Background: an optimization exercise with open tools, aiming at a short achievable clock period. Do not read the settings as production practice. For this run, only the layout was checked, not whether the RTL still works. Power and IR drop assume default switching activity.

--- flow/design.v ---
package video_pkg;
	typedef logic [31:0] pixel_t;
	typedef logic [7:0] luma_t;
	typedef logic [15:0] dim_t;
	typedef logic [31:0] block_count_t;
	typedef logic [0:0] reg_addr_t;
	localparam int blue_lsb = 0;
	localparam int green_lsb = 8;
	localparam int red_lsb = 16;
	localparam int channel_width = 8;
	localparam int block_size = 8;
	localparam int samples_per_block = block_size * block_size;
	localparam int block_shift = $clog2(samples_per_block);
	localparam reg_addr_t reg_addr_width = 1'b0;
	localparam reg_addr_t reg_addr_height = 1'b1;
endpackage
package noise_pkg;
	typedef logic [13:0] sum_t;
	typedef logic [21:0] sum_sq_t;
	typedef logic [15:0] variance_t;
	typedef struct packed {
		logic sof;
		logic [7:0] luma;  
	} luma_sample_t;
	typedef struct packed {
		logic [15:0] width;  
		logic [15:0] height;  
		logic [31:0] blocks;  
	} frame_cfg_t;
	typedef struct packed {
		variance_t variance;
	} block_result_t;
	typedef enum logic [1:0] {
		idle,
		collect,
		report
	} estimator_state_t;
endpackage
`timescale 1ns/1ns
module frame_config_regs (
	input logic clk,
	input logic reset,
	input logic reg_wr_en,
	input video_pkg::reg_addr_t reg_addr,
	input video_pkg::dim_t reg_wdata,
	input video_pkg::reg_addr_t reg_rd_addr,
	output video_pkg::dim_t reg_rdata,
	output noise_pkg::frame_cfg_t cfg
);
	video_pkg::dim_t width_reg;
	video_pkg::dim_t height_reg;
	video_pkg::block_count_t blocks_reg;
	always_ff @(posedge clk) begin
		if (reset) begin
			width_reg <= '0;
			height_reg <= '0;
		end else if (reg_wr_en) begin
			case (reg_addr)
				video_pkg::reg_addr_width: width_reg <= reg_wdata;
				video_pkg::reg_addr_height: height_reg <= reg_wdata;
				default: width_reg <= width_reg;
			endcase
		end
	end
	always_ff @(posedge clk) begin
		if (reset) begin
			blocks_reg <= '0;
		end else begin
			blocks_reg <= (video_pkg::block_count_t'(width_reg) * video_pkg::block_count_t'(height_reg))
				>> video_pkg::block_shift;
		end
	end
	assign reg_rdata = (reg_rd_addr == video_pkg::reg_addr_width) ? width_reg : height_reg;
	assign cfg = {width_reg, height_reg, blocks_reg};
endmodule
`timescale 1ns/1ns
module pixel_ingest (
	input logic clk,
	input logic reset,
	input video_pkg::pixel_t s_axis_tdata,
	input logic s_axis_tvalid,
	input logic s_axis_tuser,
	output logic s_axis_tready,
	output noise_pkg::luma_sample_t sample,
	output logic sample_valid
);
	logic accept;
	logic [9:0] rgb_sum;
	assign accept = s_axis_tvalid & s_axis_tready;
	assign rgb_sum = 10'(s_axis_tdata[video_pkg::red_lsb +: video_pkg::channel_width])
		+ 10'(s_axis_tdata[video_pkg::green_lsb +: video_pkg::channel_width])
		+ 10'(s_axis_tdata[video_pkg::blue_lsb +: video_pkg::channel_width]);
	always_ff @(posedge clk) begin
		if (reset) begin
			s_axis_tready <= 1'b0;
		end else begin
			s_axis_tready <= 1'b1;
		end
	end
	always_ff @(posedge clk) begin
		if (reset) begin
			sample_valid <= 1'b0;
		end else begin
			sample_valid <= accept;
		end
	end
	always_ff @(posedge clk) begin
		if (accept) begin
			sample.luma <= video_pkg::luma_t'(rgb_sum / 10'd3);
			sample.sof <= s_axis_tuser;
		end
	end
endmodule
`timescale 1ns/1ns
module block_stats (
	input logic clk,
	input logic reset,
	input noise_pkg::luma_sample_t sample,
	input logic sample_valid,
	output logic frame_start,
	output noise_pkg::block_result_t result,
	output logic result_valid
);
	logic [video_pkg::block_shift-1:0] sample_count;
	logic last_sample;
	logic [15:0] luma_sq;
	noise_pkg::sum_t acc_sum;
	noise_pkg::sum_sq_t acc_sum_sq;
	noise_pkg::sum_t blk_sum;
	noise_pkg::sum_sq_t blk_sum_sq;
	logic blk_valid;
	logic sof_d1;
	video_pkg::luma_t blk_mean;
	noise_pkg::variance_t blk_mean_sq;
	noise_pkg::variance_t mean_squared;
	assign luma_sq = sample.luma * sample.luma;
	assign last_sample = (sample_count == video_pkg::samples_per_block - 1);
	always_ff @(posedge clk) begin
		if (reset) begin
			sample_count <= '0;
			acc_sum <= '0;
			acc_sum_sq <= '0;
		end else if (sample_valid) begin
			if (sample.sof) begin
				sample_count <= video_pkg::block_shift'(1);
				acc_sum <= noise_pkg::sum_t'(sample.luma);
				acc_sum_sq <= noise_pkg::sum_sq_t'(luma_sq);
			end else if (last_sample) begin
				sample_count <= '0;
				acc_sum <= '0;
				acc_sum_sq <= '0;
			end else begin
				sample_count <= sample_count + 1'b1;
				acc_sum <= acc_sum + noise_pkg::sum_t'(sample.luma);
				acc_sum_sq <= acc_sum_sq + noise_pkg::sum_sq_t'(luma_sq);
			end
		end
	end
	always_ff @(posedge clk) begin
		if (sample_valid && last_sample) begin
			blk_sum <= acc_sum + noise_pkg::sum_t'(sample.luma);
			blk_sum_sq <= acc_sum_sq + noise_pkg::sum_sq_t'(luma_sq);
		end
	end
	assign blk_mean = video_pkg::luma_t'(blk_sum >> video_pkg::block_shift);
	assign blk_mean_sq = noise_pkg::variance_t'(blk_sum_sq >> video_pkg::block_shift);
	assign mean_squared = blk_mean * blk_mean;
	always_ff @(posedge clk) begin
		if (blk_valid) begin
			result.variance <= blk_mean_sq - mean_squared;
		end
	end
	always_ff @(posedge clk) begin
		if (reset) begin
			blk_valid <= 1'b0;
			result_valid <= 1'b0;
			sof_d1 <= 1'b0;
			frame_start <= 1'b0;
		end else begin
			blk_valid <= sample_valid & last_sample & ~sample.sof;
			result_valid <= blk_valid;
			sof_d1 <= sample_valid & sample.sof;
			frame_start <= sof_d1;
		end
	end
endmodule
`timescale 1ns/1ns
module noise_estimator (
	input logic clk,
	input logic reset,
	input noise_pkg::frame_cfg_t cfg,
	input logic frame_start,
	input noise_pkg::block_result_t result,
	input logic result_valid,
	output noise_pkg::variance_t estimated_noise,
	output logic estimated_noise_ready
);
	noise_pkg::estimator_state_t state;
	video_pkg::block_count_t blk_count;
	video_pkg::block_count_t blk_count_next;
	noise_pkg::variance_t min_var;
	noise_pkg::variance_t min_next;
	logic take_result;
	logic frame_done;
	assign blk_count_next = blk_count + video_pkg::block_count_t'(1);
	assign min_next = (result.variance < min_var) ? result.variance : min_var;
	assign take_result = (state == noise_pkg::collect) && result_valid && !frame_start;
	assign frame_done = take_result && (blk_count_next == cfg.blocks);
	always_ff @(posedge clk) begin
		if (reset) begin
			state <= noise_pkg::idle;
			blk_count <= '0;
		end else begin
			case (state)
				noise_pkg::idle: begin
					if (frame_start) begin
						state <= noise_pkg::collect;
						blk_count <= '0;
					end
				end
				noise_pkg::collect: begin
					if (frame_start) begin
						blk_count <= '0;
					end else if (take_result) begin
						blk_count <= blk_count_next;
						if (frame_done)
							state <= noise_pkg::report;
					end
				end
				noise_pkg::report: begin
					if (frame_start) begin
						state <= noise_pkg::collect;
						blk_count <= '0;
					end else begin
						state <= noise_pkg::idle;
					end
				end
				default: state <= noise_pkg::idle;
			endcase
		end
	end
	always_ff @(posedge clk) begin
		if (frame_start)
			min_var <= '1;
		else if (take_result)
			min_var <= min_next;
		if (frame_done)
			estimated_noise <= min_next;
	end
	assign estimated_noise_ready = (state == noise_pkg::report);
endmodule
`timescale 1ns/1ns
module noise_top (
	input logic clk,
	input logic reset,
	input logic reg_wr_en,
	input video_pkg::reg_addr_t reg_addr,
	input video_pkg::dim_t reg_wdata,
	input video_pkg::reg_addr_t reg_rd_addr,
	output video_pkg::dim_t reg_rdata,
	input video_pkg::pixel_t s_axis_tdata,
	input logic s_axis_tvalid,
	input logic s_axis_tuser,
	output logic s_axis_tready,
	output noise_pkg::variance_t estimated_noise,
	output logic estimated_noise_ready
);
	noise_pkg::frame_cfg_t cfg;
	noise_pkg::luma_sample_t sample;
	logic sample_valid;
	logic frame_start;
	noise_pkg::block_result_t result;
	logic result_valid;
	frame_config_regs u_regs (
		.clk(clk),
		.reset(reset),
		.reg_wr_en(reg_wr_en),
		.reg_addr(reg_addr),
		.reg_wdata(reg_wdata),
		.reg_rd_addr(reg_rd_addr),
		.reg_rdata(reg_rdata),
		.cfg(cfg)
	);
	pixel_ingest u_ingest (
		.clk(clk),
		.reset(reset),
		.s_axis_tdata(s_axis_tdata),
		.s_axis_tvalid(s_axis_tvalid),
		.s_axis_tuser(s_axis_tuser),
		.s_axis_tready(s_axis_tready),
		.sample(sample),
		.sample_valid(sample_valid)
	);
	block_stats u_stats (
		.clk(clk),
		.reset(reset),
		.sample(sample),
		.sample_valid(sample_valid),
		.frame_start(frame_start),
		.result(result),
		.result_valid(result_valid)
	);
	noise_estimator u_estimator (
		.clk(clk),
		.reset(reset),
		.cfg(cfg),
		.frame_start(frame_start),
		.result(result),
		.result_valid(result_valid),
		.estimated_noise(estimated_noise),
		.estimated_noise_ready(estimated_noise_ready)
	);
endmodule
--- flow/run.sh ---
#!/bin/bash
# synth_recipe.tcl (not shown) runs the flow's synth.tcl, then flattens the netlist and writes it again
# the make line also repeats each setting of config.mk as NAME=value (left out here)
make -C /OpenROAD-flow-scripts/flow DESIGN_CONFIG=/design/flow/config.mk WORK_HOME=/design/flow/orfs CLKGATE_MAP_FILE= SYNTH_SCRIPT=/design/flow/synth_recipe.tcl finish
--- flow/config.mk ---
export PLATFORM = sky130hd
export DESIGN_NAME = noise_top
export DESIGN_NICKNAME = noise_top
export VERILOG_FILES = /design/flow/design.v
export SDC_FILE = /design/flow/constraint.sdc
export NUM_CORES = 4
export LEC_CHECK = 0
export CAP_MARGIN = 20
export CORE_MARGIN = 2
export CORE_UTILIZATION = 40
export SLEW_MARGIN = 20
--- flow/constraint.sdc ---
create_clock -name core_clock -period 7.0 [get_ports {clk}]
set_input_delay 1.4000 -clock core_clock [delete_from_list [all_inputs] [get_ports {clk}]]
set_output_delay 1.4000 -clock core_clock [all_outputs]
set_load 0.01 [all_outputs]
==> run notes <==
==> power by group through the flow <==
stage	registers [uW]	logic, uW	clock network, uW
after global placement	1700	5070	0
after CTS	1680	5270	1480
after floorplan	1640	4030	0
after global routing	1670	6060	1520
final	1660	5400	1440
after detailed placement	1710	5230	0
==> area by class of cell <==
class                   instances  area (um^2)
clock buffers                  39          832
clock inverters                11          109
fillers                      5589        31200
inverters                     362         1360
multi-input cells            1940        16500
flip-flops and latches        221         5100
well taps                     765          957
repair buffers                189         1620
==> placed cells by master (no fill, tap or decap), types with 38 or more instances in the layout <==
cell / netlist / layout
a21oi_1: 142 / 141
dfxtp_1: 156 / 139
nand3_1: 38 / 38
nor2_1: 167 / 167
fa_1: 257 / 257
ha_1: 230 / 229
and2_1: 108 / 107
a21o_1: 41 / 41
xnor2_1: 95 / 95
buf_4: 1 / 110
nor3_1: 71 / 66
edfxtp_1: 65 / 65
o21ai_0: 77 / 77
clkdlybuf4s50_1: 0 / 79
inv_1: 360 / 360
nand2_1: 353 / 352
xor2_1: 52 / 52
==> logic make-up after synthesis <==
logic type / Yosys count
AO/OA/AOI/OAI: 421
XOR/XNOR: 147
adder cells (fa/ha/maj): 488
buffers and inverters: 489
flip-flops: 221
multiplexers: 37
AND/OR/NAND/NOR: 847
==> worst register-to-register path, cell delays in order (launching register included) <==
cell       delay, ps
dfxtp_1          510
buf_4            220
nand2_1           80
fa_1             490
fa_1             510
inv_1             50
fa_1             460
fa_1             530
fa_1             530
fa_1             520
ha_1             370
a21o_1           200
a21oi_1          140
nor2b_1           70
or3_1            300
a21o_1           180
a2111oi_1        400
buf_4            180
o41a_1           160
nor2b_1           60
nor2_1           130
nor2b_1           80
nor2_1           110
xor2_1           160
nor2_1            50
==> per-layer routing <==
| metal | up-vias | wire [um] | track usage |
|---|---|---|---|
| li1 | 8856 | - | - |
| met1 | 8887 | 24800 | 0.242 |
| met2 | 393 | 24300 | 0.300 |
| met3 | 75 | 2220 | 0.0198 |
| met5 | - | 0 | 0 |
| met4 | 0 | 1010 | 0.0376 |
==> what timing repair did <==
action                     4_1_cts  5_1_grt
setup endpoints to repair        0        7
setup buffers                    0       15
resized for setup                0       39
==> metrics by stage <==
step	utilization	setup TNS, ps	total power, uW	area, um^2
2_1_floorplan	-	0	5680	23300
3_3_place_gp	0.439	-74.4	6780	25300
3_5_place_dp	0.439	-227	6930	25300
4_1_cts	0.455	0	8430	26300
5_1_grt	0.459	-22.5	9250	26500
6_report	0.459	0	8500	26500
==> worst paths after layout <==
path                             start                     to  slack (ps)  depth (start not counted)
setup / recovery  u_regs.height_reg[8]  u_regs.blocks_reg[24]         360                         24
hold / removal          u_stats.sof_d1    u_stats.frame_start         440                          1
setup reg to reg  u_regs.height_reg[8]  u_regs.blocks_reg[24]         360                         24
hold reg to reg         u_stats.sof_d1    u_stats.frame_start         440                          1
==> run notes <==
cts hold-fix bufs=0; final hold vios=0; post-synthesis compound-gate area fraction=0.119; final setup fails=0; Final ANT Viol Nets=0; Post-Syn Instances=2650; Critical Path Most Common Cell=fa_1; Die Y=246 um; CP Class=flop to flop; crit path capture type=flop; WP data arrival=7050 ps; Tmin final=6640 ps; Max rail drop VDD=0.707 mV; share of cells above drive strength 1=0.0905; WL/cell=14.8 um; Distinct cells, synth=86; TritonCTS clock tree=built; Final Cycle Share=0.949; sequential-to-total area share from yosys stat=0.218; TritonCTS Buffers=27; Syn. warnings=4; syn nets=3192; XOR/XNOR share of the synthesized area=0.0552; nets@finish=3283; Reg power frac=0.196; H-tree levels=1; static leakage=0.0123 uW; Slew Viols, Final=0; diode count=0; Synth Area in Simple Gates=0.167; FFs w/ async S/R, synth=0; first-pass GRT wire length=89.4 mm; total track usage=0.177; main combinational cell family by area after synthesis=adder cells; Finished Layout Cells=3527; Int Pwr=4750 uW; CP bufs+invs=3; Slew HR=0.346; vias in the first global route=18735; count leader, synth=inv_1; combinational power share=0.635; Rows=88; fin worst setup slack=357 ps; drt first pass iters=8; routability cong.=0.867; Final HPWL DP=41.2 mm; Root Buffer Master=clkbuf_16; post-DR vias/cell=5.16; adder-cell share of the synthesized area=0.344; Clk pwr share=0.169; Cell Chain, Critical Path=buf_4 -> nand2_1 -> fa_1 -> fa_1 -> inv_1 -> fa_1 -> fa_1 -> fa_1 -> fa_1 -> ha_1 -> a21o_1 -> a21oi_1 -> nor2b_1 -> or3_1 -> a21o_1 -> a2111oi_1 -> buf_4 -> o41a_1 -> nor2b_1 -> nor2_1 -> nor2b_1 -> nor2_1 -> xor2_1 -> nor2_1; Critical-path top delay cell=fa_1; worst-path fanout max=8; CTS Buffer Depth=3; clk sinks=221; sw frac=0.441; Synth area leaders=fa_1 (22%), dfxtp_1 (13%), ha_1 (12%); I/O pins=89; NetSw=3750 uW; fmax=0.151 GHz; cell accounting for the most synthesized area=fa_1; Power Density=321 nW/um^2; Die ar.=60300 um^2; Synth top area share=0.221; pre-CTS WS=-227 ps; Startpoint Class=flop; DR vias=18211; max reg flops=32; Std-Cell Core Area=57700 um^2; Worst Clk Skew=11.3 ps; mux share of post-synthesis cell area=0.0177; max incr delay on CP=530 ps; Layout area overhead=13.6%; #FFs+latches synth=221; Post-synth top cells=inv_1 (360), nand2_1 (353), fa_1 (257), ha_1 (230), nor2_1 (167); delay-heaviest family, CP=adder cells; starting density of the core=0.404; drt drc=0; Data required, critical path=7400 ps; IO buf count=80; maxcap violations=0; Avg Synthesized Cell Area=8.80 um^2; largest net degree at the start of global routing=82; Post-synth EDFFs=65; antenna violations before repair=0; Die W=246 um; DRT Wirelength=52.3 mm; placed cells=3462; grt ovf=0; DR iter-0 viols=1026; worst hold path type=flop to flop; status=timing/DRC/antenna clean; Reg clk slew, reported paths=60 ps; Worst Tran Pin Value=974 ps; hold slack=445 ps; cell area after synthesis=23300 um^2; worst-skew pair later-pin latency=560 ps; Most used DFF post-synth=dfxtp_1

==> separate check: timing with driven ports <==
In the flow no input, the clock included, has a driving cell. The finished layout below was timed again as built, in two steps.
Step 1 sets driving cells, clkbuf_16 on the clock port and buf_2 on the other inputs (assumed; they add their load-dependent delay and slew).
Step 2 times the ports against the registers' clock, not the clock port: input delays grow and output delays shrink by t, the midpoint of the rising clock arrivals with the driver on.
Three values: no drivers, after step 1, after step 2; two values: the first two.
t (ns): 0.607
setup slack, ns: 0.357 / 0.357 / -0.121
hold slack, ns: 0.445 / 0.445 / 0.445
worst setup path after step 2: input to register
With both steps, setup timing fails in this run, where it was met with ideal ports. The setup slack of this run moves by 0.000 ns with the drivers and by -0.478 ns with both steps.
